Context: an optimization exercise on an open-source flow, tuned for small area and few clock cycles. The choices shown serve that exercise and are no tape-out recipe. Only simulation tests tie the RTL to the original design; equivalence was not proved. Power figures rest on the tool's default switching activity, not on a simulated workload.

maple:
==> flow/design.v (excerpt) <==
module register_poll_read_engine #(
  parameter int QD = 3             
) (
  input  wire         clk,
  input  wire         rst_n,
  input  wire         in_tvalid,
  output logic        in_tready,
  input  wire  [7:0]  in_tdata,
  input  wire         in_tuser,
  output logic        out_tvalid,
  input  wire         out_tready,
  output logic [39:0] out_tdata,
  output logic [1:0]  out_tuser,
  output logic        out_tlast,
  input  wire         cfg_we,
  input  wire  [2:0]  cfg_index,
  input  wire  [63:0] cfg_wdata
);
  localparam logic [1:0] KIND_REQ   = 2'd0;
  localparam logic [1:0] KIND_VALID = 2'd1;
  localparam logic [1:0] KIND_FAIL  = 2'd2;
  logic [31:0] codes_r;
  logic [63:0] alo_r, ahi_r;
  logic        codes_f, alo_f, ahi_f;
  logic [15:0] poll_r, tmo_r;
  logic [7:0]  skip_r;
  always_ff @(posedge clk) begin
    if (cfg_we && cfg_index == 3'd0) codes_r <= cfg_wdata[31:0];
    if (cfg_we && cfg_index == 3'd3) alo_r   <= cfg_wdata;
    if (cfg_we && cfg_index == 3'd4) ahi_r   <= cfg_wdata;
  end
  always_ff @(posedge clk) begin
    if (!rst_n) begin
      codes_f <= 1'b0;
      alo_f   <= 1'b0;
      ahi_f   <= 1'b0;
      poll_r  <= 16'd1000;
      tmo_r   <= 16'd50;
      skip_r  <= 8'h30;
    end else if (cfg_we) begin
      case (cfg_index)
        3'd0: codes_f <= 1'b1;
        3'd1: poll_r  <= cfg_wdata[15:0];
        3'd2: tmo_r   <= cfg_wdata[15:0];
        3'd3: alo_f   <= 1'b1;
        3'd4: ahi_f   <= 1'b1;
        3'd5: skip_r  <= cfg_wdata[7:0];
        default: ;
      endcase
    end
  end
  wire [31:0] codes = codes_r & {32{codes_f}};
  logic        wait_r;           
  logic        send_r;           
  logic        round_r;
  logic [2:0]  p_r;
  logic [2:0]  rc_r;             
  ...
clock: 8.0 ns
lec_check: 0
cap_margin: 20
core_margin: 2
core_utilization: 70
cts_buf_list: sky130_fd_sc_hd__clkbuf_4
cts_cluster_size: 30
slew_margin: 20
run.sh (not shown) runs the stock make flow with config.mk's settings and CLKGATE_MAP_FILE= SYNTH_SCRIPT=/design/flow/synth_recipe.tcl, a recipe that flattens the netlist after the stock synthesis.
maple finished every step from synthesis to the final layout, and the layout passed the timing, DRC and antenna checks.
Testbench counts of maple, summed over its fixed seeds: cycles 31,555.
Relative to maple, the following input files were edited for garnet:
# maple
export LEC_CHECK = 0
export CAP_MARGIN = 20
export CORE_MARGIN = 2
export CORE_UTILIZATION = 70
export CTS_BUF_LIST = sky130_fd_sc_hd__clkbuf_4
export CTS_CLUSTER_SIZE = 30
export SLEW_MARGIN = 20
create_clock -name core_clock -period 8.0 [get_ports {clk}]
# garnet
export LEC_CHECK = 0
export CAP_MARGIN = 20
export CORE_MARGIN = 2
export CORE_UTILIZATION = 40
export SLEW_MARGIN = 20
create_clock -name core_clock -period 8.0 [get_ports {clk}]
Results
Per the comparison of garnet with maple, clock buffer count now smaller, die span in x went up, routed wire length higher.
Modified inputs, indigo compared to garnet
# garnet
export LEC_CHECK = 0
export CAP_MARGIN = 20
export CORE_MARGIN = 2
export CORE_UTILIZATION = 40
export SLEW_MARGIN = 20
create_clock -name core_clock -period 8.0 [get_ports {clk}]
# indigo
export LEC_CHECK = 0
export CAP_MARGIN = 20
export CORE_MARGIN = 2
export CORE_UTILIZATION = 70
export CTS_BUF_LIST = sky130_fd_sc_hd__clkbuf_4
export CTS_CLUSTER_SIZE = 30
export SLEW_MARGIN = 20
export BUFFER_PORTS_ARGS = -buffer_cell sky130_fd_sc_hd__buf_1
export CTS_ARGS = -sink_clustering_enable -repair_clock_nets -dont_use_dummy_load -buf_list sky130_fd_sc_hd__clkbuf_4 -sink_clustering_size 30
create_clock -name core_clock -period 8.0 [get_ports {clk}]
==> flow/flow/run.sh (new file) <==
#!/bin/bash
# Standard ORFS layout with two changes: ports are buffered with buf_1 cells (instead of
# the buffer_ports default), and CTS inserts no dummy loads.
set -euo pipefail
cd "$(dirname "$0")/.."
cat >> config.mk <<'EOM'
export BUFFER_PORTS_ARGS = -buffer_cell sky130_fd_sc_hd__buf_1
export CTS_ARGS = -sink_clustering_enable -repair_clock_nets -dont_use_dummy_load -buf_list sky130_fd_sc_hd__clkbuf_4 -sink_clustering_size 30
EOM
bash standard.sh finish > flow_make.log 2>&1
==> flow/standard.sh (new file) <==
#!/bin/bash
# synth_recipe.tcl (not shown) runs the flow's synth.tcl, then flattens the netlist and writes it again
# the make line also repeats each setting of config.mk as NAME=value (left out here)
make -C /OpenROAD-flow-scripts/flow DESIGN_CONFIG=/design/flow/config.mk WORK_HOME=/design/flow/orfs CLKGATE_MAP_FILE= SYNTH_SCRIPT=/design/flow/synth_recipe.tcl "${@:-finish}"
removed: flow/run.sh
==> run summary <==
- First-pass iteration count of the detailed router came out exactly the same in garnet and indigo.
- garnet → indigo: post-route worst setup slack now sits higher; part of the cycle the worst path needs now sits lower; peak clock frequency supported by timing now sits higher; internal power consumption now sits lower; clock network contribution to total cell area now sits lower.
- indigo ended up with a lower combinational fraction of design power than garnet did.
- Looking at kind of critical path, the input pin to output pin result is from garnet; the flip-flop to output pin one comes from indigo.
- For the number of buffer and inverter stages on the critical path, indigo came in 3 lower than garnet did.
- garnet was routed with fewer vias than indigo.
- On indigo: global-route wire length before repair is about 9% lower than what garnet gave.
## Diff of input files: cedar against indigo
# indigo
export LEC_CHECK = 0
export CAP_MARGIN = 20
export CORE_MARGIN = 2
export CORE_UTILIZATION = 70
export CTS_BUF_LIST = sky130_fd_sc_hd__clkbuf_4
export CTS_CLUSTER_SIZE = 30
export SLEW_MARGIN = 20
export BUFFER_PORTS_ARGS = -buffer_cell sky130_fd_sc_hd__buf_1
export CTS_ARGS = -sink_clustering_enable -repair_clock_nets -dont_use_dummy_load -buf_list sky130_fd_sc_hd__clkbuf_4 -sink_clustering_size 30
create_clock -name core_clock -period 8.0 [get_ports {clk}]
# cedar
export LEC_CHECK = 0
export CAP_MARGIN = 20
export CORE_MARGIN = 2
export CORE_UTILIZATION = 70
export CTS_BUF_LIST = sky130_fd_sc_hd__clkbuf_4
export CTS_CLUSTER_SIZE = 30
export SLEW_MARGIN = 20
export BUFFER_PORTS_ARGS = -buffer_cell sky130_fd_sc_hd__buf_1
export CTS_ARGS = -sink_clustering_enable -repair_clock_nets -dont_use_dummy_load -buf_list sky130_fd_sc_hd__clkbuf_8 -sink_clustering_size 20 -sink_clustering_max_diameter 80
create_clock -name core_clock -period 8.0 [get_ports {clk}]
diff --git a/flow/flow/run.sh b/flow/flow/run.sh
--- a/flow/flow/run.sh
+++ b/flow/flow/run.sh
@@ -7,3 +7,3 @@
 export BUFFER_PORTS_ARGS = -buffer_cell sky130_fd_sc_hd__buf_1
-export CTS_ARGS = -sink_clustering_enable -repair_clock_nets -dont_use_dummy_load -buf_list sky130_fd_sc_hd__clkbuf_4 -sink_clustering_size 30
+export CTS_ARGS = -sink_clustering_enable -repair_clock_nets -dont_use_dummy_load -buf_list sky130_fd_sc_hd__clkbuf_8 -sink_clustering_size 20 -sink_clustering_max_diameter 80
 EOM
==> run summary <==
On number of buffer and inverter stages on the critical path, cedar tracks indigo almost exactly.
On buffer share of cell area, indigo and cedar are basically level.
Mean routed wirelength per cell: cedar vs indigo up 2.3%
Relative to indigo, the met3 routing resource usage after global routing of cedar is lower by 2.8 points.

[afterwards: timing with drivers on the ports]
In the flow no input, the clock included, has a driving cell. The finished layouts below were timed again as built, in two steps.
Step 1 (the two cells are an assumption about what drives the block):
set clk [get_ports {clk}]
set_driving_cell -lib_cell sky130_fd_sc_hd__clkbuf_16 $clk
set_driving_cell -lib_cell sky130_fd_sc_hd__buf_2 [delete_from_list [all_inputs] $clk]
Step 2 times the ports against the registers' clock, not the clock port: input delays grow and output delays shrink by t, the midpoint of the rising clock arrivals with the driver on.
Three values: no drivers, after step 1, after step 2; two values: the first two.
| run | shift t [ns] | setup slack, ns | hold WS [ns] | worst slew at a driven data input, ns |
|---|---|---|---|---|
| maple | 0.709 | 2.256 / 2.211 / 2.335 | 0.459 / 0.459 / 0.459 | 0.06 |
| garnet | 0.621 | 2.243 / 2.211 / 2.219 | 0.457 / 0.457 / 0.457 | 0.06 |
| indigo | 0.664 | 2.722 / 2.680 / 3.015 | 0.461 / 0.461 / 0.461 | 0.05 |
| cedar | 0.558 | 2.815 / 2.773 / 3.028 | 0.466 / 0.466 / 0.466 | 0.05 |
After both steps every run listed still meets setup and hold. For garnet, which loses most, drivers alone change the setup slack by -0.032 ns; drivers and shift together by -0.024 ns.
